What follows belongs to an exercise in optimizing a design on an open flow for small area, a short achievable clock period and few clock cycles per item; a production flow would make more cautious choices. The RTL was checked by simulation tests, not by an equivalence proof against the original design. Power is estimated from default activity; no workload was simulated.

run 1:
==> flow/design.v (excerpt) <==
module pi_current_loop_pwm (
    input  logic                              i_clk,
    input  logic                              i_rst_n,
    input  logic                              i_in_valid,
    output logic                              i_in_ready,
    input  logic [picl_pkg::CUR_W-1:0]        i_in_raw_current,
    input  logic [picl_pkg::CUR_W-1:0]        i_in_current_target,
    input  logic [picl_pkg::PWM_W-1:0]        i_in_throttle_level,
    input  logic [picl_pkg::CUR_W-1:0]        i_in_current_ceiling,
    input  logic                              i_in_other_fault,
    output logic                              o_out_valid,
    input  logic                              o_out_ready,
    output logic [picl_pkg::PWM_W-1:0]        o_out_duty_width,
    output logic [picl_pkg::SR_W-1:0]         o_out_sr_width,
    output logic                              o_out_vref_flag,
    output logic [picl_pkg::FB_W-1:0]         o_out_norm_current,
    output logic [picl_pkg::CUR_W-1:0]        o_out_peak_current,
    output logic [picl_pkg::AVG_W-1:0]        o_out_pwm_average,
    output logic                              o_out_fault_off,
    input  logic                              psel,
    input  logic                              penable,
    input  logic                              pwrite,
    input  logic [picl_pkg::CFG_ADDR_W-1:0]   paddr,
    input  logic [picl_pkg::CFG_DATA_W-1:0]   pwdata,
    output logic [picl_pkg::CFG_DATA_W-1:0]   prdata,
    output logic                              pready
);
Size: roughly 180 I/O pins.
Settings: LEC_CHECK=0, CAP_MARGIN=20, CORE_MARGIN=2, CORE_UTILIZATION=65, CTS_CLUSTER_DIAMETER=90, CTS_CLUSTER_SIZE=26, SLEW_MARGIN=20; clock period 19.0 ns.
standard.sh (not shown) runs the stock make flow with config.mk's settings and CLKGATE_MAP_FILE= SYNTH_SCRIPT=/design/flow/synth_recipe.tcl, a recipe that flattens the netlist after the stock synthesis.
==> flow/flow/run.sh <==
#!/bin/bash
# Standard ORFS layout, with the repair steps asked to leave extra setup
# slack (the clock constraint itself is the design's, unchanged).
set -euo pipefail
export SETUP_SLACK_MARGIN=${PICL_SETUP_MARGIN:-14}
bash standard.sh > standard.log 2>&1
Run 1 went all the way through synthesis, placement and routing and the layout is clean on timing, DRC and antenna.
Testbench counts of run 1, summed over its fixed seeds: cycles 15,840, items 15,360.
> inputs changed (run 1 -> run 2)
Settings: removing CTS_CLUSTER_SIZE (formerly 26); changing CORE_UTILIZATION from 65 to 55; removing CTS_CLUSTER_DIAMETER (formerly 90).
==> summary.txt <==
X dimension of the die sits higher in run 2 than in run 1.
Between run 1 and run 2, the flow reports count of buffers not belonging to the clock network in the layout increasing by a little under 10%.
Looking at overall track demand over capacity in global routing across run 1 and run 2, the one that comes out higher is run 1.
Taking run 1 as the reference point, the wire length of the first global-routing pass of run 2 rises by 3.0%.
Run 1 and run 2 ended up with nearly the same deepest clock path buffer count.
Looking at cell count, run 2 sits 4.0% above run 1.
Summary of run 2 over run 1: standby leakage power moved up, slack of the critical path moved down, clock network power share moved up.
Run 2 -> run 1: portion of the clock cycle consumed by the worst path in the final layout flat
Run 2 vs run 1: power after layout up
> inputs changed (run 2 -> run 3)
Settings: CORE_UTILIZATION: 55 -> 65; CTS_CLUSTER_SIZE: unset -> 30; CTS_CLUSTER_DIAMETER: unset -> 70.
Results
- For run 2, the top routing layer in use was met5, unlike run 3, where it was met4.
- Summary of run 3 over run 2: total number of H-tree levels now smaller; worst slew margin relative to its limit rose 5.4 points; sequential power held.
- Run 2 has a higher routed wire length than run 3.
- Comparing global-route total usage across every layer for run 2 and run 3, the smaller number came from run 2.
- Comparing cell area after placement for run 2 and run 3, the smaller number came from run 3.
- Lower non-clock buffer count among run 2 and run 3: run 3
- Run 3 vs run 2: half-perimeter wire length after detailed placement down by a few percent
- Run 3 vs run 2: worst hold slack down
Inputs modified between run 3 and run 4:
Settings: CTS_CLUSTER_SIZE: 30 -> unset; CTS_CLUSTER_DIAMETER: 70 -> unset; CORE_UTILIZATION: 65 -> 60.
==> flow/flow/run.sh <==
#!/bin/bash
# Standard ORFS layout, with the repair steps asked to leave extra setup
# slack (the clock constraint itself is the design's, unchanged).
set -euo pipefail
export SETUP_SLACK_MARGIN=${PICL_SETUP_MARGIN:-14.3}
bash standard.sh > standard.log 2>&1
--- outcome ---
Run 4 ended with every stage complete and zero timing, DRC or antenna violations. | area of all placed cells without fillers | run 4 vs run 3 | about 8% higher |. Run 4: area growth from synthesis to layout 8.6 points above run 3. On post-placement setup slack: run 4 sits below run 3. Wire length of the first global-routing pass: run 4 and run 3 compared, higher one is run 4. On routed wire length, run 3 beats run 4. [diff] first-iteration DRC count, run 4 relative to run 3: regression. Run 4: buffer count from post-CTS setup fixing 114 above run 3. Run 3 tops out at a lower clock frequency than run 4.

what the ideal ports hide:
In the flow no input, the clock included, has a driving cell. The finished layouts below were timed again as built, in two steps. Step 1 assumes that a clkbuf_16 drives the clock port and a buf_2 every other input. Step 2 also shifts input and output timing later by t, the mid clock arrival at the registers, as if the neighbouring blocks saw the same clock. a / b / c = ideal ports / drivers / drivers and shift; a / b = the first two.
run | t (ns) | setup WS [ns] | pins driven straight from the clock port
run 1 | 0.674 | 13.968 / 13.902 / 13.369 | 1
run 2 | 0.704 | 13.944 / 13.873 / 13.350 | 1
run 3 | 0.708 | 13.913 / 13.846 / 13.363 | 1
run 4 | 0.686 | 13.959 / 13.893 / 13.646 | 1
After both steps setup and hold are still met in every run listed. The setup slack of run 1, which loses most, moves by -0.066 ns with the drivers and by -0.599 ns with both steps.
